Context: an optimization exercise on an open-source flow, tuned for small area, a short achievable clock period and few clock cycles per item. The choices shown serve that exercise and are no tape-out recipe.
The RTL was checked by simulation tests, not by an equivalence proof against the original design.

## flow/design.v (module list and top-level ports; edited modules follow where they fit)
// module triangle_setup: 2926 lines
module triangle_setup #(
  parameter int COORD_WIDTH   = 16,
  parameter int COEF_WIDTH    = 2*COORD_WIDTH+3,
  parameter int SCREEN_X_SIZE = 800,
  parameter int SCREEN_Y_SIZE = 600,
  parameter int CNT_WIDTH     = 16
) (
  input  logic                                    clk,
  input  logic                                    reset_n,
  input  logic                                    in_valid,
  output logic                                    in_ready,
  input  logic [2:0][1:0][COORD_WIDTH-1:0]        vertexes,
  input  logic [1:0]                              cull_mode,
  output logic                                    out_valid,
  input  logic                                    out_ready,
  output logic [2:0][COORD_WIDTH:0]               edge_a,
  output logic [2:0][COORD_WIDTH:0]               edge_b,
  output logic [2:0][COEF_WIDTH-1:0]              edge_c,
  output logic [COEF_WIDTH-1:0]                   area2,
  output logic [COORD_WIDTH-1:0]                  bbox_xmin,
  output logic [COORD_WIDTH-1:0]                  bbox_xmax,
  output logic [COORD_WIDTH-1:0]                  bbox_ymin,
  output logic [COORD_WIDTH-1:0]                  bbox_ymax,
  input  logic                                    stats_clr,
  output logic [CNT_WIDTH-1:0]                    cnt_in,
  output logic [CNT_WIDTH-1:0]                    cnt_out,
  output logic [CNT_WIDTH-1:0]                    cnt_culled,
  output logic                                    idle
);
  // ...
==> flow/flow/run.sh <==
#!/bin/bash
# The standard layout (standard.sh: standard synthesis, floorplan, place,
# CTS, route, finish), with one change: the buffers that placement puts on
# every input and output port are made from sky130_fd_sc_hd__buf_1 rather
# than the cell buffer_ports picks by default. Timing repair still resizes
# them as needed. The full make/OpenROAD/Yosys output goes to standard.log;
# ORFS's per-step logs stay under orfs/logs/.
set -euo pipefail
export BUFFER_PORTS_ARGS="-buffer_cell sky130_fd_sc_hd__buf_1"
bash standard.sh > standard.log 2>&1
==> flow/standard.sh <==
#!/bin/bash
# synth_recipe.tcl (not shown) runs the flow's synth.tcl, then flattens the netlist and writes it again
# the make line also repeats each setting of config.mk as NAME=value (left out here)
make -C /OpenROAD-flow-scripts/flow DESIGN_CONFIG=/design/flow/config.mk WORK_HOME=/design/flow/orfs CLKGATE_MAP_FILE= SYNTH_SCRIPT=/design/flow/synth_recipe.tcl "${@:-finish}"
==> flow/config.mk <==
export PLATFORM = sky130hd
export DESIGN_NAME = triangle_setup
export DESIGN_NICKNAME = triangle_setup
export VERILOG_FILES = /design/flow/design.v
export SDC_FILE = /design/flow/constraint.sdc
export NUM_CORES = 4
export LEC_CHECK = 0
export ABC_AREA = 1
export CAP_MARGIN = 20
export CORE_MARGIN = 2
export CORE_UTILIZATION = 45
export SETUP_SLACK_MARGIN = 4.0
export SLEW_MARGIN = 20
==> flow/constraint.sdc <==
create_clock -name core_clock -period 8.5 [get_ports {clk}]
set_input_delay 1.7000 -clock core_clock [delete_from_list [all_inputs] [get_ports {clk}]]
set_output_delay 1.7000 -clock core_clock [all_outputs]
set_load 0.01 [all_outputs]
==> impl_metrics.yaml, run 1 <==
synth:
  synth-xor-area-share: 0.140
  yosysWarnings: 1
  syn_avg_cell_area_um2: 9.54
  synthTopCellsByArea: "edfxtp_1, fa_1, xor2_1"
  syn_area_um2: 80100
placed_design:
  hpwl_um: 243000
cells_and_area:
  layout_common_cells: "inv_1, xor2_1, nand2_1"
  top_register: "cs_q"
  clockBufferCount: 109
  n_antenna_cell: 16
  buf_share: 0.0472
  seq_share: 0.271
  largest_register_ffs: 279
  drive_gt1_frac: 0.108
  post-route-util: 0.513
grt:
  busiest_layer: "met2"
  track_usage: 0.361
worst_hold_path:
  holdPathStages: 0
  min_to: "cm2_q[0]$_DFFE_PN_"
critical_path:
  cp-start-kind: "register"
  worstSetupEndpointType: "register"
  critPathSlowestCell: "xor2_1"
status:
  status: "timing/DRC/antenna clean"
routing:
  routedLengthMet1_um: 130000
  drt_iter0_drc: 8441
  num_vias: 67700
  firstDrtPassIters: 9
floorplanning:
  initial_core_util: 0.454
cts:
  clock-sinks: 824
timing:
  period_share: 0.538
Testbench counts, summed over its fixed seeds: cycles 24,032, items 24,000.
==> run 2, diff against run 1 <==
--- a/flow/design.v
+++ b/flow/design.v
@@ -2371,478 +2371,20 @@
     end
   end
   logic [2:0][31:0] c_d;
   logic [32:0]      s_d;
   logic [2:0][16:0] a_d, b_d;
   logic [2:0][9:0]  cx_d, cy_d;
   logic [9:0]       xmin_d, xmax_d, ymin_d, ymax_d;
   logic             off_d;
-  wire u_1 = cs_q[0][0][0] ^ cs_q[0][1][0] ^ cs_q[0][2][0];
-  wire u_2 = (cs_q[0][0][0] & cs_q[0][1][0]) | (cs_q[0][2][0] & (cs_q[0][0][0] ^ cs_q[0][1][0]));
-  wire u_3 = cs_q[1][0][0] ^ cs_q[1][1][0];
-  wire u_4 = cs_q[1][0][0] & cs_q[1][1][0];
-  wire u_5 = cs_q[0][0][1] ^ cs_q[0][1][1] ^ cs_q[0][2][1];
-  wire u_6 = (cs_q[0][0][1] & cs_q[0][1][1]) | (cs_q[0][2][1] & (cs_q[0][0][1] ^ cs_q[0][1][1]));
-  wire u_7 = cs_q[1][0][1] ^ cs_q[1][1][1] ^ cs_q[1][2][1];
-  wire u_8 = (cs_q[1][0][1] & cs_q[1][1][1]) | (cs_q[1][2][1] & (cs_q[1][0][1] ^ cs_q[1][1][1]));
-  wire u_9 = cs_q[2][0][1] ^ cs_q[2][1][1];
-  wire u_10 = cs_q[2][0][1] & cs_q[2][1][1];
-  wire u_11 = cs_q[0][0][2] ^ cs_q[0][1][2] ^ cs_q[0][2][2];
-  wire u_12 = (cs_q[0][0][2] & cs_q[0][1][2]) | (cs_q[0][2][2] & (cs_q[0][0][2] ^ cs_q[0][1][2]));
-  wire u_13 = cs_q[1][0][2] ^ cs_q[1][1][2] ^ cs_q[1][2][2];
-  wire u_14 = (cs_q[1][0][2] & cs_q[1][1][2]) | (cs_q[1][2][2] & (cs_q[1][0][2] ^ cs_q[1][1][2]));
-  wire u_15 = cs_q[2][0][2] ^ cs_q[2][1][2] ^ cs_q[2][2][2];
-  wire u_16 = (cs_q[2][0][2] & cs_q[2][1][2]) | (cs_q[2][2][2] & (cs_q[2][0][2] ^ cs_q[2][1][2]));
-  wire u_17 = cs_q[0][0][3] ^ cs_q[0][1][3] ^ cs_q[0][2][3];
-  wire u_18 = (cs_q[0][0][3] & cs_q[0][1][3]) | (cs_q[0][2][3] & (cs_q[0][0][3] ^ cs_q[0][1][3]));
-  wire u_19 = cs_q[1][0][3] ^ cs_q[1][1][3] ^ cs_q[1][2][3];
-  wire u_20 = (cs_q[1][0][3] & cs_q[1][1][3]) | (cs_q[1][2][3] & (cs_q[1][0][3] ^ cs_q[1][1][3]));
-  wire u_21 = cs_q[2][0][3] ^ cs_q[2][1][3] ^ cs_q[2][2][3];
-  wire u_22 = (cs_q[2][0][3] & cs_q[2][1][3]) | (cs_q[2][2][3] & (cs_q[2][0][3] ^ cs_q[2][1][3]));
-  wire u_23 = cs_q[0][0][4] ^ cs_q[0][1][4] ^ cs_q[0][2][4];
-  wire u_24 = (cs_q[0][0][4] & cs_q[0][1][4]) | (cs_q[0][2][4] & (cs_q[0][0][4] ^ cs_q[0][1][4]));
-  wire u_25 = cs_q[1][0][4] ^ cs_q[1][1][4] ^ cs_q[1][2][4];
-  wire u_26 = (cs_q[1][0][4] & cs_q[1][1][4]) | (cs_q[1][2][4] & (cs_q[1][0][4] ^ cs_q[1][1][4]));
-  wire u_27 = cs_q[2][0][4] ^ cs_q[2][1][4] ^ cs_q[2][2][4];
-  wire u_28 = (cs_q[2][0][4] & cs_q[2][1][4]) | (cs_q[2][2][4] & (cs_q[2][0][4] ^ cs_q[2][1][4]));
-  wire u_29 = cs_q[0][0][5] ^ cs_q[0][1][5] ^ cs_q[0][2][5];
-  wire u_30 = (cs_q[0][0][5] & cs_q[0][1][5]) | (cs_q[0][2][5] & (cs_q[0][0][5] ^ cs_q[0][1][5]));
-  wire u_31 = cs_q[1][0][5] ^ cs_q[1][1][5] ^ cs_q[1][2][5];
-  wire u_32 = (cs_q[1][0][5] & cs_q[1][1][5]) | (cs_q[1][2][5] & (cs_q[1][0][5] ^ cs_q[1][1][5]));
-  wire u_33 = cs_q[2][0][5] ^ cs_q[2][1][5] ^ cs_q[2][2][5];
-  wire u_34 = (cs_q[2][0][5] & cs_q[2][1][5]) | (cs_q[2][2][5] & (cs_q[2][0][5] ^ cs_q[2][1][5]));
-  wire u_35 = cs_q[0][0][6] ^ cs_q[0][1][6] ^ cs_q[0][2][6];
-  wire u_36 = (cs_q[0][0][6] & cs_q[0][1][6]) | (cs_q[0][2][6] & (cs_q[0][0][6] ^ cs_q[0][1][6]));
-  wire u_37 = cs_q[1][0][6] ^ cs_q[1][1][6] ^ cs_q[1][2][6];
-  wire u_38 = (cs_q[1][0][6] & cs_q[1][1][6]) | (cs_q[1][2][6] & (cs_q[1][0][6] ^ cs_q[1][1][6]));
-  wire u_39 = cs_q[2][0][6] ^ cs_q[2][1][6] ^ cs_q[2][2][6];
-  wire u_40 = (cs_q[2][0][6] & cs_q[2][1][6]) | (cs_q[2][2][6] & (cs_q[2][0][6] ^ cs_q[2][1][6]));
-  wire u_41 = cs_q[0][0][7] ^ cs_q[0][1][7] ^ cs_q[0][2][7];
-  wire u_42 = (cs_q[0][0][7] & cs_q[0][1][7]) | (cs_q[0][2][7] & (cs_q[0][0][7] ^ cs_q[0][1][7]));
-  wire u_43 = cs_q[1][0][7] ^ cs_q[1][1][7] ^ cs_q[1][2][7];
-  wire u_44 = (cs_q[1][0][7] & cs_q[1][1][7]) | (cs_q[1][2][7] & (cs_q[1][0][7] ^ cs_q[1][1][7]));
-  wire u_45 = cs_q[2][0][7] ^ cs_q[2][1][7] ^ cs_q[2][2][7];
-  wire u_46 = (cs_q[2][0][7] & cs_q[2][1][7]) | (cs_q[2][2][7] & (cs_q[2][0][7] ^ cs_q[2][1][7]));
-  wire u_47 = cs_q[0][0][8] ^ cs_q[0][1][8] ^ cs_q[0][2][8];
-  wire u_48 = (cs_q[0][0][8] & cs_q[0][1][8]) | (cs_q[0][2][8] & (cs_q[0][0][8] ^ cs_q[0][1][8]));
-  wire u_49 = cs_q[1][0][8] ^ cs_q[1][1][8] ^ cs_q[1][2][8];
-  wire u_50 = (cs_q[1][0][8] & cs_q[1][1][8]) | (cs_q[1][2][8] & (cs_q[1][0][8] ^ cs_q[1][1][8]));
-  wire u_51 = cs_q[2][0][8] ^ cs_q[2][1][8] ^ cs_q[2][2][8];
-  wire u_52 = (cs_q[2][0][8] & cs_q[2][1][8]) | (cs_q[2][2][8] & (cs_q[2][0][8] ^ cs_q[2][1][8]));
-  wire u_53 = cs_q[0][0][9] ^ cs_q[0][1][9] ^ cs_q[0][2][9];
-  wire u_54 = (cs_q[0][0][9] & cs_q[0][1][9]) | (cs_q[0][2][9] & (cs_q[0][0][9] ^ cs_q[0][1][9]));
-  wire u_55 = cs_q[1][0][9] ^ cs_q[1][1][9] ^ cs_q[1][2][9];
-  wire u_56 = (cs_q[1][0][9] & cs_q[1][1][9]) | (cs_q[1][2][9] & (cs_q[1][0][9] ^ cs_q[1][1][9]));
-  wire u_57 = cs_q[2][0][9] ^ cs_q[2][1][9] ^ cs_q[2][2][9];
-  wire u_58 = (cs_q[2][0][9] & cs_q[2][1][9]) | (cs_q[2][2][9] & (cs_q[2][0][9] ^ cs_q[2][1][9]));
-  wire u_59 = cs_q[0][0][10] ^ cs_q[0][1][10] ^ cs_q[0][2][10];
-  wire u_60 = (cs_q[0][0][10] & cs_q[0][1][10]) | (cs_q[0][2][10] & (cs_q[0][0][10] ^ cs_q[0][1][10]));
-  wire u_61 = cs_q[1][0][10] ^ cs_q[1][1][10] ^ cs_q[1][2][10];
-  wire u_62 = (cs_q[1][0][10] & cs_q[1][1][10]) | (cs_q[1][2][10] & (cs_q[1][0][10] ^ cs_q[1][1][10]));
-  wire u_63 = cs_q[2][0][10] ^ cs_q[2][1][10] ^ cs_q[2][2][10];
-  wire u_64 = (cs_q[2][0][10] & cs_q[2][1][10]) | (cs_q[2][2][10] & (cs_q[2][0][10] ^ cs_q[2][1][10]));
-  wire u_65 = cs_q[0][0][11] ^ cs_q[0][1][11] ^ cs_q[0][2][11];
-  wire u_66 = (cs_q[0][0][11] & cs_q[0][1][11]) | (cs_q[0][2][11] & (cs_q[0][0][11] ^ cs_q[0][1][11]));
-  wire u_67 = cs_q[1][0][11] ^ cs_q[1][1][11] ^ cs_q[1][2][11];
-  wire u_68 = (cs_q[1][0][11] & cs_q[1][1][11]) | (cs_q[1][2][11] & (cs_q[1][0][11] ^ cs_q[1][1][11]));
-  wire u_69 = cs_q[2][0][11] ^ cs_q[2][1][11] ^ cs_q[2][2][11];
-  wire u_70 = (cs_q[2][0][11] & cs_q[2][1][11]) | (cs_q[2][2][11] & (cs_q[2][0][11] ^ cs_q[2][1][11]));
-  wire u_71 = cs_q[0][0][12] ^ cs_q[0][1][12] ^ cs_q[0][2][12];
-  wire u_72 = (cs_q[0][0][12] & cs_q[0][1][12]) | (cs_q[0][2][12] & (cs_q[0][0][12] ^ cs_q[0][1][12]));
-  wire u_73 = cs_q[1][0][12] ^ cs_q[1][1][12] ^ cs_q[1][2][12];
-  wire u_74 = (cs_q[1][0][12] & cs_q[1][1][12]) | (cs_q[1][2][12] & (cs_q[1][0][12] ^ cs_q[1][1][12]));
-  wire u_75 = cs_q[2][0][12] ^ cs_q[2][1][12] ^ cs_q[2][2][12];
-  wire u_76 = (cs_q[2][0][12] & cs_q[2][1][12]) | (cs_q[2][2][12] & (cs_q[2][0][12] ^ cs_q[2][1][12]));
-  wire u_77 = cs_q[0][0][13] ^ cs_q[0][1][13] ^ cs_q[0][2][13];
-  wire u_78 = (cs_q[0][0][13] & cs_q[0][1][13]) | (cs_q[0][2][13] & (cs_q[0][0][13] ^ cs_q[0][1][13]));
-  wire u_79 = cs_q[1][0][13] ^ cs_q[1][1][13] ^ cs_q[1][2][13];
-  wire u_80 = (cs_q[1][0][13] & cs_q[1][1][13]) | (cs_q[1][2][13] & (cs_q[1][0][13] ^ cs_q[1][1][13]));
-  wire u_81 = cs_q[2][0][13] ^ cs_q[2][1][13] ^ cs_q[2][2][13];
-  wire u_82 = (cs_q[2][0][13] & cs_q[2][1][13]) | (cs_q[2][2][13] & (cs_q[2][0][13] ^ cs_q[2][1][13]));
-  wire u_83 = cs_q[0][0][14] ^ cs_q[0][1][14] ^ cs_q[0][2][14];
-  wire u_84 = (cs_q[0][0][14] & cs_q[0][1][14]) | (cs_q[0][2][14] & (cs_q[0][0][14] ^ cs_q[0][1][14]));
-  wire u_85 = cs_q[1][0][14] ^ cs_q[1][1][14] ^ cs_q[1][2][14];
-  wire u_86 = (cs_q[1][0][14] & cs_q[1][1][14]) | (cs_q[1][2][14] & (cs_q[1][0][14] ^ cs_q[1][1][14]));
-  wire u_87 = cs_q[2][0][14] ^ cs_q[2][1][14] ^ cs_q[2][2][14];
-  wire u_88 = (cs_q[2][0][14] & cs_q[2][1][14]) | (cs_q[2][2][14] & (cs_q[2][0][14] ^ cs_q[2][1][14]));
-  wire u_89 = cs_q[0][0][15] ^ cs_q[0][1][15] ^ cs_q[0][2][15];
-  wire u_90 = (cs_q[0][0][15] & cs_q[0][1][15]) | (cs_q[0][2][15] & (cs_q[0][0][15] ^ cs_q[0][1][15]));
-  wire u_91 = cs_q[1][0][15] ^ cs_q[1][1][15] ^ cs_q[1][2][15];
-  wire u_92 = (cs_q[1][0][15] & cs_q[1][1][15]) | (cs_q[1][2][15] & (cs_q[1][0][15] ^ cs_q[1][1][15]));
-  wire u_93 = cs_q[2][0][15] ^ cs_q[2][1][15] ^ cs_q[2][2][15];
-  wire u_94 = (cs_q[2][0][15] & cs_q[2][1][15]) | (cs_q[2][2][15] & (cs_q[2][0][15] ^ cs_q[2][1][15]));
-  wire u_95 = cs_q[0][0][16] ^ cs_q[0][1][16] ^ cs_q[0][2][16];
-  wire u_96 = (cs_q[0][0][16] & cs_q[0][1][16]) | (cs_q[0][2][16] & (cs_q[0][0][16] ^ cs_q[0][1][16]));
-  wire u_97 = cs_q[1][0][16] ^ cs_q[1][1][16] ^ cs_q[1][2][16];
-  wire u_98 = (cs_q[1][0][16] & cs_q[1][1][16]) | (cs_q[1][2][16] & (cs_q[1][0][16] ^ cs_q[1][1][16]));
-  wire u_99 = cs_q[2][0][16] ^ cs_q[2][1][16] ^ cs_q[2][2][16];
-  wire u_100 = (cs_q[2][0][16] & cs_q[2][1][16]) | (cs_q[2][2][16] & (cs_q[2][0][16] ^ cs_q[2][1][16]));
-  wire u_101 = cs_q[0][0][17] ^ cs_q[0][1][17] ^ cs_q[0][2][17];
-  wire u_102 = (cs_q[0][0][17] & cs_q[0][1][17]) | (cs_q[0][2][17] & (cs_q[0][0][17] ^ cs_q[0][1][17]));
-  wire u_103 = cs_q[1][0][17] ^ cs_q[1][1][17] ^ cs_q[1][2][17];
-  wire u_104 = (cs_q[1][0][17] & cs_q[1][1][17]) | (cs_q[1][2][17] & (cs_q[1][0][17] ^ cs_q[1][1][17]));
-  wire u_105 = cs_q[2][0][17] ^ cs_q[2][1][17] ^ cs_q[2][2][17];
-  wire u_106 = (cs_q[2][0][17] & cs_q[2][1][17]) | (cs_q[2][2][17] & (cs_q[2][0][17] ^ cs_q[2][1][17]));
-  wire u_107 = cs_q[0][0][18] ^ cs_q[0][1][18] ^ cs_q[0][2][18];
-  wire u_108 = (cs_q[0][0][18] & cs_q[0][1][18]) | (cs_q[0][2][18] & (cs_q[0][0][18] ^ cs_q[0][1][18]));
-  wire u_109 = cs_q[1][0][18] ^ cs_q[1][1][18] ^ cs_q[1][2][18];
-  wire u_110 = (cs_q[1][0][18] & cs_q[1][1][18]) | (cs_q[1][2][18] & (cs_q[1][0][18] ^ cs_q[1][1][18]));
-  wire u_111 = cs_q[2][0][18] ^ cs_q[2][1][18] ^ cs_q[2][2][18];
-  wire u_112 = (cs_q[2][0][18] & cs_q[2][1][18]) | (cs_q[2][2][18] & (cs_q[2][0][18] ^ cs_q[2][1][18]));
-  wire u_113 = cs_q[0][0][19] ^ cs_q[0][1][19] ^ cs_q[0][2][19];
-  wire u_114 = (cs_q[0][0][19] & cs_q[0][1][19]) | (cs_q[0][2][19] & (cs_q[0][0][19] ^ cs_q[0][1][19]));
-  wire u_115 = cs_q[1][0][19] ^ cs_q[1][1][19] ^ cs_q[1][2][19];
-  wire u_116 = (cs_q[1][0][19] & cs_q[1][1][19]) | (cs_q[1][2][19] & (cs_q[1][0][19] ^ cs_q[1][1][19]));
-  wire u_117 = cs_q[2][0][19] ^ cs_q[2][1][19] ^ cs_q[2][2][19];
-  wire u_118 = (cs_q[2][0][19] & cs_q[2][1][19]) | (cs_q[2][2][19] & (cs_q[2][0][19] ^ cs_q[2][1][19]));
-  wire u_119 = cs_q[0][0][20] ^ cs_q[0][1][20] ^ cs_q[0][2][20];
-  wire u_120 = (cs_q[0][0][20] & cs_q[0][1][20]) | (cs_q[0][2][20] & (cs_q[0][0][20] ^ cs_q[0][1][20]));
-  wire u_121 = cs_q[1][0][20] ^ cs_q[1][1][20] ^ cs_q[1][2][20];
-  wire u_122 = (cs_q[1][0][20] & cs_q[1][1][20]) | (cs_q[1][2][20] & (cs_q[1][0][20] ^ cs_q[1][1][20]));
-  wire u_123 = cs_q[2][0][20] ^ cs_q[2][1][20] ^ cs_q[2][2][20];
-  wire u_124 = (cs_q[2][0][20] & cs_q[2][1][20]) | (cs_q[2][2][20] & (cs_q[2][0][20] ^ cs_q[2][1][20]));
-  wire u_125 = cs_q[0][0][21] ^ cs_q[0][1][21] ^ cs_q[0][2][21];
-  wire u_126 = (cs_q[0][0][21] & cs_q[0][1][21]) | (cs_q[0][2][21] & (cs_q[0][0][21] ^ cs_q[0][1][21]));
-  wire u_127 = cs_q[1][0][21] ^ cs_q[1][1][21] ^ cs_q[1][2][21];
-  wire u_128 = (cs_q[1][0][21] & cs_q[1][1][21]) | (cs_q[1][2][21] & (cs_q[1][0][21] ^ cs_q[1][1][21]));
-  wire u_129 = cs_q[2][0][21] ^ cs_q[2][1][21] ^ cs_q[2][2][21];
-  wire u_130 = (cs_q[2][0][21] & cs_q[2][1][21]) | (cs_q[2][2][21] & (cs_q[2][0][21] ^ cs_q[2][1][21]));
-  wire u_131 = cs_q[0][0][22] ^ cs_q[0][1][22] ^ cs_q[0][2][22];
-  wire u_132 = (cs_q[0][0][22] & cs_q[0][1][22]) | (cs_q[0][2][22] & (cs_q[0][0][22] ^ cs_q[0][1][22]));
-  wire u_133 = cs_q[1][0][22] ^ cs_q[1][1][22] ^ cs_q[1][2][22];
-  wire u_134 = (cs_q[1][0][22] & cs_q[1][1][22]) | (cs_q[1][2][22] & (cs_q[1][0][22] ^ cs_q[1][1][22]));
-  wire u_135 = cs_q[2][0][22] ^ cs_q[2][1][22] ^ cs_q[2][2][22];
-  wire u_136 = (cs_q[2][0][22] & cs_q[2][1][22]) | (cs_q[2][2][22] & (cs_q[2][0][22] ^ cs_q[2][1][22]));
-  wire u_137 = cs_q[0][0][23] ^ cs_q[0][1][23] ^ cs_q[0][2][23];
-  wire u_138 = (cs_q[0][0][23] & cs_q[0][1][23]) | (cs_q[0][2][23] & (cs_q[0][0][23] ^ cs_q[0][1][23]));
-  wire u_139 = cs_q[1][0][23] ^ cs_q[1][1][23] ^ cs_q[1][2][23];
-  wire u_140 = (cs_q[1][0][23] & cs_q[1][1][23]) | (cs_q[1][2][23] & (cs_q[1][0][23] ^ cs_q[1][1][23]));
-  wire u_141 = cs_q[2][0][23] ^ cs_q[2][1][23] ^ cs_q[2][2][23];
-  wire u_142 = (cs_q[2][0][23] & cs_q[2][1][23]) | (cs_q[2][2][23] & (cs_q[2][0][23] ^ cs_q[2][1][23]));
-  wire u_143 = cs_q[0][0][24] ^ cs_q[0][1][24] ^ cs_q[0][2][24];
-  wire u_144 = (cs_q[0][0][24] & cs_q[0][1][24]) | (cs_q[0][2][24] & (cs_q[0][0][24] ^ cs_q[0][1][24]));
-  wire u_145 = cs_q[1][0][24] ^ cs_q[1][1][24] ^ cs_q[1][2][24];
-  wire u_146 = (cs_q[1][0][24] & cs_q[1][1][24]) | (cs_q[1][2][24] & (cs_q[1][0][24] ^ cs_q[1][1][24]));
-  wire u_147 = cs_q[2][0][24] ^ cs_q[2][1][24] ^ cs_q[2][2][24];
-  wire u_148 = (cs_q[2][0][24] & cs_q[2][1][24]) | (cs_q[2][2][24] & (cs_q[2][0][24] ^ cs_q[2][1][24]));
-  wire u_149 = cs_q[0][0][25] ^ cs_q[0][1][25] ^ cs_q[0][2][25];
-  wire u_150 = (cs_q[0][0][25] & cs_q[0][1][25]) | (cs_q[0][2][25] & (cs_q[0][0][25] ^ cs_q[0][1][25]));
-  wire u_151 = cs_q[1][0][25] ^ cs_q[1][1][25] ^ cs_q[1][2][25];
-  wire u_152 = (cs_q[1][0][25] & cs_q[1][1][25]) | (cs_q[1][2][25] & (cs_q[1][0][25] ^ cs_q[1][1][25]));
-  wire u_153 = cs_q[2][0][25] ^ cs_q[2][1][25] ^ cs_q[2][2][25];
-  wire u_154 = (cs_q[2][0][25] & cs_q[2][1][25]) | (cs_q[2][2][25] & (cs_q[2][0][25] ^ cs_q[2][1][25]));
-  wire u_155 = cs_q[0][0][26] ^ cs_q[0][1][26] ^ cs_q[0][2][26];
-  wire u_156 = (cs_q[0][0][26] & cs_q[0][1][26]) | (cs_q[0][2][26] & (cs_q[0][0][26] ^ cs_q[0][1][26]));
-  wire u_157 = cs_q[1][0][26] ^ cs_q[1][1][26] ^ cs_q[1][2][26];
-  wire u_158 = (cs_q[1][0][26] & cs_q[1][1][26]) | (cs_q[1][2][26] & (cs_q[1][0][26] ^ cs_q[1][1][26]));
-  wire u_159 = cs_q[2][0][26] ^ cs_q[2][1][26] ^ cs_q[2][2][26];
-  wire u_160 = (cs_q[2][0][26] & cs_q[2][1][26]) | (cs_q[2][2][26] & (cs_q[2][0][26] ^ cs_q[2][1][26]));
-  wire u_161 = cs_q[0][0][27] ^ cs_q[0][1][27] ^ cs_q[0][2][27];
-  wire u_162 = (cs_q[0][0][27] & cs_q[0][1][27]) | (cs_q[0][2][27] & (cs_q[0][0][27] ^ cs_q[0][1][27]));
-  wire u_163 = cs_q[1][0][27] ^ cs_q[1][1][27] ^ cs_q[1][2][27];
-  wire u_164 = (cs_q[1][0][27] & cs_q[1][1][27]) | (cs_q[1][2][27] & (cs_q[1][0][27] ^ cs_q[1][1][27]));
-  wire u_165 = cs_q[2][0][27] ^ cs_q[2][1][27] ^ cs_q[2][2][27];
-  wire u_166 = (cs_q[2][0][27] & cs_q[2][1][27]) | (cs_q[2][2][27] & (cs_q[2][0][27] ^ cs_q[2][1][27]));
-  wire u_167 = cs_q[0][0][28] ^ cs_q[0][1][28] ^ cs_q[0][2][28];
-  wire u_168 = (cs_q[0][0][28] & cs_q[0][1][28]) | (cs_q[0][2][28] & (cs_q[0][0][28] ^ cs_q[0][1][28]));
-  wire u_169 = cs_q[1][0][28] ^ cs_q[1][1][28] ^ cs_q[1][2][28];
-  wire u_170 = (cs_q[1][0][28] & cs_q[1][1][28]) | (cs_q[1][2][28] & (cs_q[1][0][28] ^ cs_q[1][1][28]));
-  wire u_171 = cs_q[2][0][28] ^ cs_q[2][1][28] ^ cs_q[2][2][28];
-  wire u_172 = (cs_q[2][0][28] & cs_q[2][1][28]) | (cs_q[2][2][28] & (cs_q[2][0][28] ^ cs_q[2][1][28]));
-  wire u_173 = cs_q[0][0][29] ^ cs_q[0][1][29] ^ cs_q[0][2][29];
-  wire u_174 = (cs_q[0][0][29] & cs_q[0][1][29]) | (cs_q[0][2][29] & (cs_q[0][0][29] ^ cs_q[0][1][29]));
-  wire u_175 = cs_q[1][0][29] ^ cs_q[1][1][29] ^ cs_q[1][2][29];
-  wire u_176 = (cs_q[1][0][29] & cs_q[1][1][29]) | (cs_q[1][2][29] & (cs_q[1][0][29] ^ cs_q[1][1][29]));
-  wire u_177 = cs_q[2][0][29] ^ cs_q[2][1][29] ^ cs_q[2][2][29];
-  wire u_178 = (cs_q[2][0][29] & cs_q[2][1][29]) | (cs_q[2][2][29] & (cs_q[2][0][29] ^ cs_q[2][1][29]));
-  wire u_179 = cs_q[0][0][30] ^ cs_q[0][1][30] ^ cs_q[0][2][30];
-  wire u_180 = (cs_q[0][0][30] & cs_q[0][1][30]) | (cs_q[0][2][30] & (cs_q[0][0][30] ^ cs_q[0][1][30]));
-  wire u_181 = cs_q[1][0][30] ^ cs_q[1][1][30] ^ cs_q[1][2][30];
-  wire u_182 = (cs_q[1][0][30] & cs_q[1][1][30]) | (cs_q[1][2][30] & (cs_q[1][0][30] ^ cs_q[1][1][30]));
-  wire u_183 = cs_q[2][0][30] ^ cs_q[2][1][30] ^ cs_q[2][2][30];
-  wire u_184 = (cs_q[2][0][30] & cs_q[2][1][30]) | (cs_q[2][2][30] & (cs_q[2][0][30] ^ cs_q[2][1][30]));
-  wire u_185 = cs_q[0][0][31] ^ cs_q[0][1][31] ^ cs_q[0][2][31];
-  wire u_186 = (cs_q[0][0][31] & cs_q[0][1][31]) | (cs_q[0][2][31] & (cs_q[0][0][31] ^ cs_q[0][1][31]));
-  wire u_187 = cs_q[1][0][31] ^ cs_q[1][1][31] ^ cs_q[1][2][31];
-  wire u_188 = (cs_q[1][0][31] & cs_q[1][1][31]) | (cs_q[1][2][31] & (cs_q[1][0][31] ^ cs_q[1][1][31]));
-  wire u_189 = cs_q[2][0][31] ^ cs_q[2][1][31] ^ cs_q[2][2][31];
-  wire u_190 = (cs_q[2][0][31] & cs_q[2][1][31]) | (cs_q[2][2][31] & (cs_q[2][0][31] ^ cs_q[2][1][31]));
-  wire u_191 = cs_q[0][0][32] ^ cs_q[0][1][32] ^ cs_q[0][2][32];
-  wire u_192 = (cs_q[0][0][32] & cs_q[0][1][32]) | (cs_q[0][2][32] & (cs_q[0][0][32] ^ cs_q[0][1][32]));
-  wire u_193 = cs_q[1][0][32] ^ cs_q[1][1][32] ^ cs_q[1][2][32];
-  wire u_194 = (cs_q[1][0][32] & cs_q[1][1][32]) | (cs_q[1][2][32] & (cs_q[1][0][32] ^ cs_q[1][1][32]));
-  wire u_195 = cs_q[2][0][32] ^ cs_q[2][1][32] ^ cs_q[2][2][32];
-  wire u_196 = (cs_q[2][0][32] & cs_q[2][1][32]) | (cs_q[2][2][32] & (cs_q[2][0][32] ^ cs_q[2][1][32]));
-  wire u_197 = u_1 ^ u_3 ^ cs_q[1][2][0];
-  wire u_198 = (u_1 & u_3) | (cs_q[1][2][0] & (u_1 ^ u_3));
-  wire u_199 = u_5 ^ u_7 ^ u_9;
-  wire u_200 = (u_5 & u_7) | (u_9 & (u_5 ^ u_7));
-  wire u_201 = cs_q[2][2][1] ^ u_2;
-  wire u_202 = cs_q[2][2][1] & u_2;
-  wire u_203 = u_11 ^ u_13 ^ u_15;
-  wire u_204 = (u_11 & u_13) | (u_15 & (u_11 ^ u_13));
-  wire u_205 = u_6 ^ u_8 ^ u_10;
-  wire u_206 = (u_6 & u_8) | (u_10 & (u_6 ^ u_8));
-  wire u_207 = u_17 ^ u_19 ^ u_21;
-  wire u_208 = (u_17 & u_19) | (u_21 & (u_17 ^ u_19));
-  wire u_209 = u_12 ^ u_14 ^ u_16;
-  wire u_210 = (u_12 & u_14) | (u_16 & (u_12 ^ u_14));
-  wire u_211 = u_23 ^ u_25 ^ u_27;
-  wire u_212 = (u_23 & u_25) | (u_27 & (u_23 ^ u_25));
-  wire u_213 = u_18 ^ u_20 ^ u_22;
-  wire u_214 = (u_18 & u_20) | (u_22 & (u_18 ^ u_20));
-  wire u_215 = u_29 ^ u_31 ^ u_33;
-  wire u_216 = (u_29 & u_31) | (u_33 & (u_29 ^ u_31));
-  wire u_217 = u_24 ^ u_26 ^ u_28;
-  wire u_218 = (u_24 & u_26) | (u_28 & (u_24 ^ u_26));
-  wire u_219 = u_35 ^ u_37 ^ u_39;
-  wire u_220 = (u_35 & u_37) | (u_39 & (u_35 ^ u_37));
-  wire u_221 = u_30 ^ u_32 ^ u_34;
-  wire u_222 = (u_30 & u_32) | (u_34 & (u_30 ^ u_32));
-  wire u_223 = u_41 ^ u_43 ^ u_45;
-  wire u_224 = (u_41 & u_43) | (u_45 & (u_41 ^ u_43));
-  wire u_225 = u_36 ^ u_38 ^ u_40;
-  wire u_226 = (u_36 & u_38) | (u_40 & (u_36 ^ u_38));
-  wire u_227 = u_47 ^ u_49 ^ u_51;
-  wire u_228 = (u_47 & u_49) | (u_51 & (u_47 ^ u_49));
-  wire u_229 = u_42 ^ u_44 ^ u_46;
-  wire u_230 = (u_42 & u_44) | (u_46 & (u_42 ^ u_44));
-  wire u_231 = u_53 ^ u_55 ^ u_57;
-  wire u_232 = (u_53 & u_55) | (u_57 & (u_53 ^ u_55));
-  wire u_233 = u_48 ^ u_50 ^ u_52;
-  wire u_234 = (u_48 & u_50) | (u_52 & (u_48 ^ u_50));
-  wire u_235 = u_59 ^ u_61 ^ u_63;
-  wire u_236 = (u_59 & u_61) | (u_63 & (u_59 ^ u_61));
-  wire u_237 = u_54 ^ u_56 ^ u_58;
-  wire u_238 = (u_54 & u_56) | (u_58 & (u_54 ^ u_56));
-  wire u_239 = u_65 ^ u_67 ^ u_69;
-  wire u_240 = (u_65 & u_67) | (u_69 & (u_65 ^ u_67));
-  wire u_241 = u_60 ^ u_62 ^ u_64;
-  wire u_242 = (u_60 & u_62) | (u_64 & (u_60 ^ u_62));
-  wire u_243 = u_71 ^ u_73 ^ u_75;
-  wire u_244 = (u_71 & u_73) | (u_75 & (u_71 ^ u_73));
-  wire u_245 = u_66 ^ u_68 ^ u_70;
-  wire u_246 = (u_66 & u_68) | (u_70 & (u_66 ^ u_68));
-  wire u_247 = u_77 ^ u_79 ^ u_81;
-  wire u_248 = (u_77 & u_79) | (u_81 & (u_77 ^ u_79));
-  wire u_249 = u_72 ^ u_74 ^ u_76;
-  wire u_250 = (u_72 & u_74) | (u_76 & (u_72 ^ u_74));
-  wire u_251 = u_83 ^ u_85 ^ u_87;
-  wire u_252 = (u_83 & u_85) | (u_87 & (u_83 ^ u_85));
-  wire u_253 = u_78 ^ u_80 ^ u_82;
-  wire u_254 = (u_78 & u_80) | (u_82 & (u_78 ^ u_80));
-  wire u_255 = u_89 ^ u_91 ^ u_93;
-  wire u_256 = (u_89 & u_91) | (u_93 & (u_89 ^ u_91));
-  wire u_257 = u_84 ^ u_86 ^ u_88;
-  wire u_258 = (u_84 & u_86) | (u_88 & (u_84 ^ u_86));
-  wire u_259 = u_95 ^ u_97 ^ u_99;
-  wire u_260 = (u_95 & u_97) | (u_99 & (u_95 ^ u_97));
-  wire u_261 = u_90 ^ u_92 ^ u_94;
-  wire u_262 = (u_90 & u_92) | (u_94 & (u_90 ^ u_92));
-  wire u_263 = u_101 ^ u_103 ^ u_105;
-  wire u_264 = (u_101 & u_103) | (u_105 & (u_101 ^ u_103));
-  wire u_265 = u_96 ^ u_98 ^ u_100;
-  wire u_266 = (u_96 & u_98) | (u_100 & (u_96 ^ u_98));
-  wire u_267 = u_107 ^ u_109 ^ u_111;
-  wire u_268 = (u_107 & u_109) | (u_111 & (u_107 ^ u_109));
-  wire u_269 = u_102 ^ u_104 ^ u_106;
-  wire u_270 = (u_102 & u_104) | (u_106 & (u_102 ^ u_104));
-  wire u_271 = u_113 ^ u_115 ^ u_117;
-  wire u_272 = (u_113 & u_115) | (u_117 & (u_113 ^ u_115));
-  wire u_273 = u_108 ^ u_110 ^ u_112;
-  wire u_274 = (u_108 & u_110) | (u_112 & (u_108 ^ u_110));
-  wire u_275 = u_119 ^ u_121 ^ u_123;
-  wire u_276 = (u_119 & u_121) | (u_123 & (u_119 ^ u_121));
-  wire u_277 = u_114 ^ u_116 ^ u_118;
-  wire u_278 = (u_114 & u_116) | (u_118 & (u_114 ^ u_116));
-  wire u_279 = u_125 ^ u_127 ^ u_129;
-  wire u_280 = (u_125 & u_127) | (u_129 & (u_125 ^ u_127));
-  wire u_281 = u_120 ^ u_122 ^ u_124;
-  wire u_282 = (u_120 & u_122) | (u_124 & (u_120 ^ u_122));
-  wire u_283 = u_131 ^ u_133 ^ u_135;
-  wire u_284 = (u_131 & u_133) | (u_135 & (u_131 ^ u_133));
-  wire u_285 = u_126 ^ u_128 ^ u_130;
-  wire u_286 = (u_126 & u_128) | (u_130 & (u_126 ^ u_128));
-  wire u_287 = u_137 ^ u_139 ^ u_141;
-  wire u_288 = (u_137 & u_139) | (u_141 & (u_137 ^ u_139));
-  wire u_289 = u_132 ^ u_134 ^ u_136;
-  wire u_290 = (u_132 & u_134) | (u_136 & (u_132 ^ u_134));
-  wire u_291 = u_143 ^ u_145 ^ u_147;
-  wire u_292 = (u_143 & u_145) | (u_147 & (u_143 ^ u_145));
-  wire u_293 = u_138 ^ u_140 ^ u_142;
-  wire u_294 = (u_138 & u_140) | (u_142 & (u_138 ^ u_140));
-  wire u_295 = u_149 ^ u_151 ^ u_153;
-  wire u_296 = (u_149 & u_151) | (u_153 & (u_149 ^ u_151));
-  wire u_297 = u_144 ^ u_146 ^ u_148;
-  wire u_298 = (u_144 & u_146) | (u_148 & (u_144 ^ u_146));
-  wire u_299 = u_155 ^ u_157 ^ u_159;
-  wire u_300 = (u_155 & u_157) | (u_159 & (u_155 ^ u_157));
-  wire u_301 = u_150 ^ u_152 ^ u_154;
-  wire u_302 = (u_150 & u_152) | (u_154 & (u_150 ^ u_152));
-  wire u_303 = u_161 ^ u_163 ^ u_165;
-  wire u_304 = (u_161 & u_163) | (u_165 & (u_161 ^ u_163));
-  wire u_305 = u_156 ^ u_158 ^ u_160;
-  wire u_306 = (u_156 & u_158) | (u_160 & (u_156 ^ u_158));
-  wire u_307 = u_167 ^ u_169 ^ u_171;
-  wire u_308 = (u_167 & u_169) | (u_171 & (u_167 ^ u_169));
-  wire u_309 = u_162 ^ u_164 ^ u_166;
-  wire u_310 = (u_162 & u_164) | (u_166 & (u_162 ^ u_164));
-  wire u_311 = u_173 ^ u_175 ^ u_177;
-  wire u_312 = (u_173 & u_175) | (u_177 & (u_173 ^ u_175));
-  wire u_313 = u_168 ^ u_170 ^ u_172;
-  wire u_314 = (u_168 & u_170) | (u_172 & (u_168 ^ u_170));
-  wire u_315 = u_179 ^ u_181 ^ u_183;
-  wire u_316 = (u_179 & u_181) | (u_183 & (u_179 ^ u_181));
-  wire u_317 = u_174 ^ u_176 ^ u_178;
-  wire u_318 = (u_174 & u_176) | (u_178 & (u_174 ^ u_176));
-  wire u_319 = u_185 ^ u_187 ^ u_189;
-  wire u_320 = (u_185 & u_187) | (u_189 & (u_185 ^ u_187));
-  wire u_321 = u_180 ^ u_182 ^ u_184;
-  wire u_322 = (u_180 & u_182) | (u_184 & (u_180 ^ u_182));
-  wire u_323 = u_191 ^ u_193 ^ u_195;
-  wire u_324 = (u_191 & u_193) | (u_195 & (u_191 ^ u_193));
-  wire u_325 = u_186 ^ u_188 ^ u_190;
-  wire u_326 = (u_186 & u_188) | (u_190 & (u_186 ^ u_188));
-  wire u_327 = u_197 ^ cs_q[2][0][0];
-  wire u_328 = u_197 & cs_q[2][0][0];
-  wire u_329 = u_199 ^ u_201 ^ u_4;
-  wire u_330 = (u_199 & u_201) | (u_4 & (u_199 ^ u_201));
-  wire u_331 = u_203 ^ u_205 ^ u_200;
-  wire u_332 = (u_203 & u_205) | (u_200 & (u_203 ^ u_205));
-  wire u_333 = u_207 ^ u_209 ^ u_204;
-  wire u_334 = (u_207 & u_209) | (u_204 & (u_207 ^ u_209));
-  wire u_335 = u_211 ^ u_213 ^ u_208;
-  wire u_336 = (u_211 & u_213) | (u_208 & (u_211 ^ u_213));
-  wire u_337 = u_215 ^ u_217 ^ u_212;
-  wire u_338 = (u_215 & u_217) | (u_212 & (u_215 ^ u_217));
-  wire u_339 = u_219 ^ u_221 ^ u_216;
-  wire u_340 = (u_219 & u_221) | (u_216 & (u_219 ^ u_221));
-  wire u_341 = u_223 ^ u_225 ^ u_220;
-  wire u_342 = (u_223 & u_225) | (u_220 & (u_223 ^ u_225));
-  wire u_343 = u_227 ^ u_229 ^ u_224;
-  wire u_344 = (u_227 & u_229) | (u_224 & (u_227 ^ u_229));
-  wire u_345 = u_231 ^ u_233 ^ u_228;
-  wire u_346 = (u_231 & u_233) | (u_228 & (u_231 ^ u_233));
-  wire u_347 = u_235 ^ u_237 ^ u_232;
-  wire u_348 = (u_235 & u_237) | (u_232 & (u_235 ^ u_237));
-  wire u_349 = u_239 ^ u_241 ^ u_236;
-  wire u_350 = (u_239 & u_241) | (u_236 & (u_239 ^ u_241));
-  wire u_351 = u_243 ^ u_245 ^ u_240;
-  wire u_352 = (u_243 & u_245) | (u_240 & (u_243 ^ u_245));
-  wire u_353 = u_247 ^ u_249 ^ u_244;
-  wire u_354 = (u_247 & u_249) | (u_244 & (u_247 ^ u_249));
-  wire u_355 = u_251 ^ u_253 ^ u_248;
-  wire u_356 = (u_251 & u_253) | (u_248 & (u_251 ^ u_253));
-  wire u_357 = u_255 ^ u_257 ^ u_252;
-  wire u_358 = (u_255 & u_257) | (u_252 & (u_255 ^ u_257));
-  wire u_359 = u_259 ^ u_261 ^ u_256;
-  wire u_360 = (u_259 & u_261) | (u_256 & (u_259 ^ u_261));
-  wire u_361 = u_263 ^ u_265 ^ u_260;
-  wire u_362 = (u_263 & u_265) | (u_260 & (u_263 ^ u_265));
-  wire u_363 = u_267 ^ u_269 ^ u_264;
-  wire u_364 = (u_267 & u_269) | (u_264 & (u_267 ^ u_269));
-  wire u_365 = u_271 ^ u_273 ^ u_268;
-  wire u_366 = (u_271 & u_273) | (u_268 & (u_271 ^ u_273));
-  wire u_367 = u_275 ^ u_277 ^ u_272;
-  wire u_368 = (u_275 & u_277) | (u_272 & (u_275 ^ u_277));
-  wire u_369 = u_279 ^ u_281 ^ u_276;
-  wire u_370 = (u_279 & u_281) | (u_276 & (u_279 ^ u_281));
-  wire u_371 = u_283 ^ u_285 ^ u_280;
-  wire u_372 = (u_283 & u_285) | (u_280 & (u_283 ^ u_285));
-  wire u_373 = u_287 ^ u_289 ^ u_284;
-  wire u_374 = (u_287 & u_289) | (u_284 & (u_287 ^ u_289));
-  wire u_375 = u_291 ^ u_293 ^ u_288;
-  wire u_376 = (u_291 & u_293) | (u_288 & (u_291 ^ u_293));
-  wire u_377 = u_295 ^ u_297 ^ u_292;
-  wire u_378 = (u_295 & u_297) | (u_292 & (u_295 ^ u_297));
-  wire u_379 = u_299 ^ u_301 ^ u_296;
-  wire u_380 = (u_299 & u_301) | (u_296 & (u_299 ^ u_301));
-  wire u_381 = u_303 ^ u_305 ^ u_300;
-  wire u_382 = (u_303 & u_305) | (u_300 & (u_303 ^ u_305));
-  wire u_383 = u_307 ^ u_309 ^ u_304;
-  wire u_384 = (u_307 & u_309) | (u_304 & (u_307 ^ u_309));
-  wire u_385 = u_311 ^ u_313 ^ u_308;
-  wire u_386 = (u_311 & u_313) | (u_308 & (u_311 ^ u_313));
-  wire u_387 = u_315 ^ u_317 ^ u_312;
-  wire u_388 = (u_315 & u_317) | (u_312 & (u_315 ^ u_317));
-  wire u_389 = u_319 ^ u_321 ^ u_316;
-  wire u_390 = (u_319 & u_321) | (u_316 & (u_319 ^ u_321));
-  wire u_391 = u_323 ^ u_325 ^ u_320;
-  wire u_392 = (u_323 & u_325) | (u_320 & (u_323 ^ u_325));
-  wire u_393 = u_327 ^ cs_q[2][1][0];
-  wire u_394 = u_327 & cs_q[2][1][0];
-  wire u_395 = u_329 ^ u_198 ^ u_328;
-  wire u_396 = (u_329 & u_198) | (u_328 & (u_329 ^ u_198));
-  wire u_397 = u_331 ^ u_202 ^ u_330;
-  wire u_398 = (u_331 & u_202) | (u_330 & (u_331 ^ u_202));
-  wire u_399 = u_333 ^ u_206 ^ u_332;
-  wire u_400 = (u_333 & u_206) | (u_332 & (u_333 ^ u_206));
-  wire u_401 = u_335 ^ u_210 ^ u_334;
-  wire u_402 = (u_335 & u_210) | (u_334 & (u_335 ^ u_210));
-  wire u_403 = u_337 ^ u_214 ^ u_336;
-  wire u_404 = (u_337 & u_214) | (u_336 & (u_337 ^ u_214));
-  wire u_405 = u_339 ^ u_218 ^ u_338;
-  wire u_406 = (u_339 & u_218) | (u_338 & (u_339 ^ u_218));
-  wire u_407 = u_341 ^ u_222 ^ u_340;
-  wire u_408 = (u_341 & u_222) | (u_340 & (u_341 ^ u_222));
-  wire u_409 = u_343 ^ u_226 ^ u_342;
-  wire u_410 = (u_343 & u_226) | (u_342 & (u_343 ^ u_226));
-  wire u_411 = u_345 ^ u_230 ^ u_344;
-  wire u_412 = (u_345 & u_230) | (u_344 & (u_345 ^ u_230));
-  wire u_413 = u_347 ^ u_234 ^ u_346;
-  wire u_414 = (u_347 & u_234) | (u_346 & (u_347 ^ u_234));
-  wire u_415 = u_349 ^ u_238 ^ u_348;
-  wire u_416 = (u_349 & u_238) | (u_348 & (u_349 ^ u_238));
-  wire u_417 = u_351 ^ u_242 ^ u_350;
-  wire u_418 = (u_351 & u_242) | (u_350 & (u_351 ^ u_242));
-  wire u_419 = u_353 ^ u_246 ^ u_352;
-  wire u_420 = (u_353 & u_246) | (u_352 & (u_353 ^ u_246));
-  wire u_421 = u_355 ^ u_250 ^ u_354;
-  wire u_422 = (u_355 & u_250) | (u_354 & (u_355 ^ u_250));
-  wire u_423 = u_357 ^ u_254 ^ u_356;
-  wire u_424 = (u_357 & u_254) | (u_356 & (u_357 ^ u_254));
-  wire u_425 = u_359 ^ u_258 ^ u_358;
-  wire u_426 = (u_359 & u_258) | (u_358 & (u_359 ^ u_258));
-  wire u_427 = u_361 ^ u_262 ^ u_360;
-  wire u_428 = (u_361 & u_262) | (u_360 & (u_361 ^ u_262));
-  wire u_429 = u_363 ^ u_266 ^ u_362;
-  wire u_430 = (u_363 & u_266) | (u_362 & (u_363 ^ u_266));
-  wire u_431 = u_365 ^ u_270 ^ u_364;
-  wire u_432 = (u_365 & u_270) | (u_364 & (u_365 ^ u_270));
-  wire u_433 = u_367 ^ u_274 ^ u_366;
-  wire u_434 = (u_367 & u_274) | (u_366 & (u_367 ^ u_274));
-  wire u_435 = u_369 ^ u_278 ^ u_368;
-  wire u_436 = (u_369 & u_278) | (u_368 & (u_369 ^ u_278));
-  wire u_437 = u_371 ^ u_282 ^ u_370;
-  wire u_438 = (u_371 & u_282) | (u_370 & (u_371 ^ u_282));
-  wire u_439 = u_373 ^ u_286 ^ u_372;
-  wire u_440 = (u_373 & u_286) | (u_372 & (u_373 ^ u_286));
-  wire u_441 = u_375 ^ u_290 ^ u_374;
-  wire u_442 = (u_375 & u_290) | (u_374 & (u_375 ^ u_290));
-  wire u_443 = u_377 ^ u_294 ^ u_376;
-  wire u_444 = (u_377 & u_294) | (u_376 & (u_377 ^ u_294));
-  wire u_445 = u_379 ^ u_298 ^ u_378;
-  wire u_446 = (u_379 & u_298) | (u_378 & (u_379 ^ u_298));
-  wire u_447 = u_381 ^ u_302 ^ u_380;
-  wire u_448 = (u_381 & u_302) | (u_380 & (u_381 ^ u_302));
-  wire u_449 = u_383 ^ u_306 ^ u_382;
-  wire u_450 = (u_383 & u_306) | (u_382 & (u_383 ^ u_306));
-  wire u_451 = u_385 ^ u_310 ^ u_384;
-  wire u_452 = (u_385 & u_310) | (u_384 & (u_385 ^ u_310));
-  wire u_453 = u_387 ^ u_314 ^ u_386;
-  wire u_454 = (u_387 & u_314) | (u_386 & (u_387 ^ u_314));
-  wire u_455 = u_389 ^ u_318 ^ u_388;
-  wire u_456 = (u_389 & u_318) | (u_388 & (u_389 ^ u_318));
-  wire u_457 = u_391 ^ u_322 ^ u_390;
-  wire u_458 = (u_391 & u_322) | (u_390 & (u_391 ^ u_322));
-  assign s_d = {u_457, u_455, u_453, u_451, u_449, u_447, u_445, u_443, u_441, u_439, u_437, u_435, u_433, u_431, u_429, u_427, u_425, u_423, u_421, u_419, u_417, u_415, u_413, u_411, u_409, u_407, u_405, u_403, u_401, u_399, u_397, u_395, u_393} + {u_456, u_454, u_452, u_450, u_448, u_446, u_444, u_442, u_440, u_438, u_436, u_434, u_432, u_430, u_428, u_426, u_424, u_422, u_420, u_418, u_416, u_414, u_412, u_410, u_408, u_406, u_404, u_402, u_400, u_398, u_396, u_394, cs_q[2][2][0]};
   assign c_d[0] = cs_q[0][0][31:0] + cs_q[0][1][31:0] + cs_q[0][2][31:0];
   assign c_d[1] = cs_q[1][0][31:0] + cs_q[1][1][31:0] + cs_q[1][2][31:0];
   assign c_d[2] = cs_q[2][0][31:0] + cs_q[2][1][31:0] + cs_q[2][2][31:0];
+  assign s_d = {c_d[0][31], c_d[0]} + {c_d[1][31], c_d[1]} + {c_d[2][31], c_d[2]};
   always_comb begin
     for (int i = 0; i < 3; i++) begin
       a_d[i] = {y2_q[i][15], y2_q[i]} - {y2_q[(i+1)%3][15], y2_q[(i+1)%3]};
       b_d[i] = {x2_q[(i+1)%3][15], x2_q[(i+1)%3]} - {x2_q[i][15], x2_q[i]};
       cx_d[i] = clip(x2_q[i], 10'(SCREEN_X_SIZE - 1));
       cy_d[i] = clip(y2_q[i], 10'(SCREEN_Y_SIZE - 1));
     end
     xmin_d = cx_d[0]; xmax_d = cx_d[0];
==> flow/run.sh (new file) <==
#!/bin/bash
# synth_recipe.tcl (not shown) runs the flow's synth.tcl, then flattens the netlist and writes it again
# the make line also repeats each setting of config.mk as NAME=value (left out here)
make -C /OpenROAD-flow-scripts/flow DESIGN_CONFIG=/design/flow/config.mk WORK_HOME=/design/flow/orfs CLKGATE_MAP_FILE= SYNTH_SCRIPT=/design/flow/synth_recipe.tcl finish
==> flow/config.mk (replaced) <==
export PLATFORM = sky130hd
export DESIGN_NAME = triangle_setup
export DESIGN_NICKNAME = triangle_setup
export VERILOG_FILES = /design/flow/design.v
export SDC_FILE = /design/flow/constraint.sdc
export NUM_CORES = 4
export LEC_CHECK = 0
export ABC_AREA = 1
export CAP_MARGIN = 20
export CORE_MARGIN = 2
export CORE_UTILIZATION = 30
export PLACE_DENSITY = 0.75
export SETUP_SLACK_MARGIN = 4.0
export SLEW_MARGIN = 20
removed: flow/flow/run.sh
removed: flow/standard.sh
==> impl_metrics.yaml, run 2 <==
status:
  status: "timing/DRC/antenna clean"
timing:
  tns_ns: 0
  hold_viol: 0
  setup_viol: 0
  relSlewSlack: 0.312
  tightest_slew_ns: 1.03
  period_share: 0.574
  period_minus_slack_ns: 4.88
  rsz0062_at_grt: "true"
  worst_clock_skew_ns: 0.0704
  fmax_mhz: 205
  slew_viol_final: 0
cells_and_area:
  instances_no_fill: 12100
  top_register: "cs_q"
  largest_register_ffs: 279
  final_nets: 9835
  reg.largest.list: "cs_q: 279 flops, c_q: 96 flops"
  stdcell_area_um2: 95100
  layout_common_cells: "inv_1, xor2_1, edfxtp_1"
  syn_to_final_growth_pct: 23.0
  drive_gt1_frac: 0.168
  final_common_cell: "inv_1"
cts:
  cts.reportedPaths.clkPinSlew_ns: 0.06
  cts.path.max_buffers: 3
  cts_tree: "yes"
  root_buffer: "clkbuf_16"
  cts_made_buffers: 90
  clock_latency_ns: 0.78
  clock-sinks: 824
  h-tree-depth: 3
floorplanning:
  core_um2: 256000
  ios: 460
  die_x_um: 512
  dieArea_um2: 262000
  initial_core_util: 0.301
  die_h_um: 512
  rows: 186
routing:
  wl_per_cell_um: 25.6
  firstDrtPassIters: 13
  route.detailed.drc: 0
  drt_iter0_drc: 9815
  viasPerCell: 5.54
  ant_nets: 0
  num_vias: 67300
  wl_um: 310000
grt:
  grt_max_degree: 184
  grt_pass1_vias: 65700
  antenna_found_initial: 40
  grt_overflow: 0
  track_usage: 0.226
  grt_pass1_wl_um: 438000
placed_design:
  dp.cells: 11600
  gp_congestion: 1.05
  placed_area_um2: 85200
  portBuffers: 432
  hpwl_um: 213000
synth:
  synth-edff-count: 773
  ys_ff_latch: 824
  syn-instance-count: 8090
  yosys-top-cells-count: "inv_1, xor2_1, nand2_1"
  yosys_most_used_dff: "edfxtp_1"
  syn_avg_cell_area_um2: 9.55
  async_flop_share: 0.0619
  yosysWarnings: 1
  synth_top_area_cell: "edfxtp_1"
  synth_top_cell_area_share: 0.300
  synth.most_common_cell: "inv_1"
  synthTopCellsByArea: "edfxtp_1, fa_1, xor2_1"
  synth-seq-area-share: 0.317
  ys_types: 65
  syn_area_um2: 77300
worst_hold_path:
  hold_class: "register to register"
critical_path:
  arrival_ns: 5.38
  r2r_end: "s_q[31]$_DFFE_PN_"
  cp-start-kind: "register"
  crit_path_end: "s_q[31]$_DFFE_PN_"
  worst-path-max-fanout: 5
  worstSetupEndpointType: "register"
  reg2reg_slack_ns: 3.62
  path_class: "register to register"
  crit_start: "cs_q[40]$_DFFE_PN_"
  r2r-start: "cs_q[40]$_DFFE_PN_"
  critical_path_required_ns: 9.00
  r2r_cells: 20
run:
  drv_cap: 0
-- run 2: changes by cell type after synthesis, moves of 15 or more --
| cell | before | now |
|---|---|---|
| inv_1 | 1371 | 1213 |
| fa_1 | 791 | 699 |
| nor2_1 | 429 | 394 |
| a21oi_1 | 272 | 301 |
| o21ai_1 | 26 | 43 |
| nand2_1 | 840 | 824 |
| o21a_1 | 24 | 9 |
-- run 2: cells by family after synthesis --
logic type	synth area share
multiplexers	0.00408
XOR/XNOR	0.144
AO/OA/AOI/OAI	0.115
other	0.0000485
flip-flops	0.317
AND/OR/NAND/NOR	0.0928
adder cells (fa/ha/maj)	0.240
buffers and inverters	0.0865
-- run 2: how the worst min path moves through the flow --
stage / slack (ns) / to / cells past startpoint / start
floorplan: 0.40 / cm2_q[0]$_DFFE_PN_ / 0 / cm1_q[0]$_DFFE_PN_
global placement: 0.40 / cm3_q[0]$_DFFE_PN_ / 0 / cm2_q[0]$_DFFE_PN_
detailed placement: 0.41 / cm3_q[0]$_DFFE_PN_ / 0 / cm2_q[0]$_DFFE_PN_
CTS: 0.42 / cm3_q[0]$_DFFE_PN_ / 0 / cm2_q[0]$_DFFE_PN_
global route: 0.44 / cm2_q[0]$_DFFE_PN_ / 0 / cm1_q[0]$_DFFE_PN_
finish: 0.42 / cm3_q[0]$_DFFE_PN_ / 0 / cm2_q[0]$_DFFE_PN_
-- run 2: stage by stage --
| step | worst slack [ns] | hold slack, ns | util |
|---|---|---|---|
| final | 3.62 | 0.421 | 0.371 |
| after global routing | 3.50 | 0.436 | 0.371 |
| after CTS | 3.79 | 0.422 | 0.362 |
| after detailed placement | 2.94 | 0.408 | 0.332 |
| after global placement | 2.98 | 0.405 | 0.332 |
| after floorplan | 3.11 | 0.400 | - |
-- run 2: routing by layer --
| metal | up-vias | track usage | routed length, um |
|---|---|---|---|
| met1 | 32400 | 0.273 | 110000 |
| met5 | - | 0.00913 | 487 |
| met4 | 28 | 0.154 | 27700 |
| li1 | 28000 | - | - |
| met2 | 5342 | 0.329 | 128000 |
| met3 | 1567 | 0.0888 | 44200 |
-- run 2: critical path, cell delays in order (launching register included) --
cell and delay [ns]:
edfxtp_1 0.44, fa_1 0.60, ha_4 0.24, a21oi_2 0.28, o21ai_1 0.16, nand2_1 0.09, nand2_1 0.05, nand2_1 0.10
nand3_4 0.13, nand2_1 0.10, o211ai_1 0.22, xor2_4 0.45, fa_2 0.52, inv_1 0.07, ha_2 0.30, a21o_1 0.19
a21oi_1 0.18, o21ai_0 0.11, a21oi_1 0.17, nand2_1 0.09, xor2_1 0.15
-- run 2: timing repair --
item,in CTS,in global routing
setup endpoints to repair,512,443
setup buffers,220,101
resized for setup,1077,487
pin swaps,212,175
hold buffers,0,0
gates cloned,7,11
-- run 2: cell type report --
class,count,area [um2]
repair inverters,4,27.5
diodes,11,27.5
inverters,1232,4740
repair buffers,930,8460
fillers,24700,161000
clock inverters,59,683
flip-flops and latches,824,24500
well taps,3384,4230
clock buffers,107,2320
multi-input cells,5586,50100
Testbench counts of run 2, summed over its fixed seeds: cycles 24,032, items 24,000.
==> run 3, diff against run 2 <==
--- a/flow/config.mk
+++ b/flow/config.mk
@@ -10,5 +10,4 @@
 export CORE_MARGIN = 2
 export CORE_UTILIZATION = 30
-export PLACE_DENSITY = 0.75
 export SETUP_SLACK_MARGIN = 4.0
 export SLEW_MARGIN = 20
==> impl_metrics.yaml, run 3 <==
cells_and_area:
  layout_common_cells: "inv_1, xor2_1, edfxtp_1"
  reg.largest.list: "cs_q: 279 flops, c_q: 96 flops"
  syn_to_final_growth_pct: 24.3
  instances_no_fill: 12200
  drive_gt1_frac: 0.181
  top_register: "cs_q"
  largest_register_ffs: 279
  post-route-util: 0.375
  final_nets: 9892
  final_common_cell: "inv_1"
critical_path:
  r2r-start: "cs_q[1]$_DFFE_PN_"
  worstSetupEndpointType: "register"
  cp_num_buf_inv: 4
  cp_top_family: "adder cells"
  cp-start-kind: "register"
  max_stage_delay_ns: 0.55
  r2r_cells: 20
  crit_chain: "fa_1 > ha_2 > inv_2 > fa_2 > o31ai_4 > buf_4 > a21oi_4 > o21bai_1 > or2_4 > nand2_8 > fa_1 > inv_2 > ha_4 > nand2_4 > o21a_1 > buf_4 > o21ai_0 > a21oi_1 > nand2_1 > xor2_1"
  critical_path_required_ns: 9.02
  arrival_ns: 5.38
  reg2reg_slack_ns: 3.64
  critPathSlowestCell: "fa_1"
  path_class: "register to register"
  r2r_end: "s_q[31]$_DFFE_PN_"
  worst-path-max-fanout: 4
timing:
  relSlewSlack: 0.297
  hold_viol: 0
  period_minus_slack_ns: 4.86
  period_share: 0.572
  setup_viol: 0
  worst_clock_skew_ns: 0.0497
  tns_ns: 0
  tightest_slew_ns: 1.05
  rsz0062_at_grt: "true"
  fmax_mhz: 206
  slew_viol_final: 0
synth:
  ys_ff_latch: 824
  synthTopCellsByArea: "edfxtp_1, fa_1, xor2_1"
  synth.most_common_cell: "inv_1"
  synth_top_cell_area_share: 0.300
  ys_types: 65
  async_flop_share: 0.0619
  yosysWarnings: 1
  synth_top_area_cell: "edfxtp_1"
  syn_area_um2: 77300
  yosys_most_used_dff: "edfxtp_1"
  syn_avg_cell_area_um2: 9.55
  synth-seq-area-share: 0.317
  synth-edff-count: 773
  yosys-top-cells-count: "inv_1, xor2_1, nand2_1"
  syn-instance-count: 8090
routing:
  ant_nets: 0
  firstDrtPassIters: 10
  route.detailed.drc: 0
  num_vias: 66800
  drt_iter0_drc: 8549
  viasPerCell: 5.47
  wl_per_cell_um: 27.6
  wl_um: 337000
floorplanning:
  initial_core_util: 0.301
  core_um2: 256000
  rows: 186
  die_h_um: 512
  ios: 460
  dieArea_um2: 262000
  die_x_um: 512
worst_hold_path:
  hold_class: "register to register"
  min_to: "cm3_q[0]$_DFFE_PN_"
  hp-start: "cm2_q[0]$_DFFE_PN_"
  holdPathStages: 0
grt:
  antenna_found_initial: 27
  grt_pass1_vias: 66700
  track_usage: 0.248
  grt_max_degree: 146
  grt_pass1_wl_um: 474000
  grt_overflow: 0
placed_design:
  gp_congestion: 0.989
  dp.cells: 11600
  portBuffers: 432
  hpwl_um: 239000
cts:
  cts_tree: "yes"
  clock-sinks: 824
  clock_latency_ns: 0.79
  cts.reportedPaths.clkPinSlew_ns: 0.06
  h-tree-depth: 3
  cts.path.max_buffers: 3
  root_buffer: "clkbuf_16"
  cts_made_buffers: 97
run:
  drv_cap: 0
status:
  status: "timing/DRC/antenna clean"
## run 3: cell counts after synthesis
No cell type changed its count.
## run 3: stage by stage
| stage | worst slack [ns] | cell area [um2] | hold WS [ns] |
|---|---|---|---|
| 2_1_floorplan | 3.11 | 77400 | 0.400 |
| 3_3_place_gp | 2.82 | 85100 | 0.407 |
| 3_5_place_dp | 2.74 | 85100 | 0.406 |
| 4_1_cts | 3.72 | 92800 | 0.420 |
| 5_1_grt | 3.55 | 96100 | 0.437 |
| 6_report | 3.64 | 96100 | 0.420 |
## run 3: timing repair
| action | in CTS | in global routing |
|---|---|---|
| resized for setup | 1108 | 536 |
| gates cloned | 12 | 7 |
| hold buffers | 0 | 0 |
| pin swaps | 203 | 257 |
| endpoints found under the setup margin | 362 | 252 |
| setup buffers | 223 | 159 |
## run 3: layout make-up
| type | count | area, um2 |
|---|---|---|
| repair inverters | 5 | 35.0 |
| inverters | 1232 | 4870 |
| clock inverters | 69 | 681 |
| clock buffers | 114 | 2550 |
| fillers | 25300 | 160000 |
| well taps | 3384 | 4230 |
| multi-input cells | 5588 | 50400 |
| repair buffers | 977 | 8820 |
| flip-flops and latches | 824 | 24500 |
| diodes | 11 | 27.5 |
## run 3: worst max path at each step
stage	cells after the start	slack [ns]	startpoint	end
3_3_place_gp	22	2.82	y2_q[8]$_DFFE_PN_	ymin_q[7]$_DFFE_PN_
4_1_cts	17	3.72	cs_q[107]$_DFFE_PN_	s_q[32]$_DFFE_PN_
6_report	20	3.64	cs_q[1]$_DFFE_PN_	s_q[31]$_DFFE_PN_
3_5_place_dp	17	2.74	cs_q[1]$_DFFE_PN_	s_q[32]$_DFFE_PN_
5_1_grt	20	3.55	cs_q[1]$_DFFE_PN_	s_q[31]$_DFFE_PN_
2_1_floorplan	2	3.11	out_ready	in_ready
## run 3: cell families (layout without fill, tap and decap cells)
family	Yosys count	after routing	share of synthesized area
buf+inv	1710	2397	0.0865
simple gates	1672	1676	0.0928
compound gates	1519	1521	0.115
xor+xnor	1272	1272	0.144
fa+ha+maj	1064	1064	0.240
flops	824	824	0.317
mux	28	28	0.00408
other cells	1	38	0.0000485
## run 3: layer usage
layer	up-vias	routed length (um)	GRT usage
li1	28100	-	-
met1	33000	126000	0.310
met2	4467	146000	0.376
met3	1133	39700	0.0730
met4	16	25200	0.152
met5	-	99	0

-- afterwards: timing with drivers on the ports --
No port has a modelled driver above. Below, the same layouts with a new extraction and two added sets of constraints.
Step 1, drivers: a clkbuf_16 drives clk and a buf_2 each remaining input, both assumed.
Step 2, shift: input delay + t, output delay - t, t = (earliest + latest rising clock arrival at the registers) / 2. This alone moves slack from input paths to output paths.
a / b / c = ideal / step 1 / step 2; a / b = the first two.
run | t, ns | setup slack, ns | slew at the worst register clock pin (ns)
run 1 | 0.837 | 3.930 / 3.896 / 3.930 | 0.07 / 0.07
run 2 | 0.844 | 3.622 / 3.622 / 3.322 | 0.07 / 0.07
run 3 | 0.854 | 3.641 / 3.641 / 3.557 | 0.08 / 0.08
After both steps setup and hold are still met in every run listed. For run 2, which loses most, drivers alone change the setup slack by 0.000 ns; drivers and shift together by -0.300 ns.
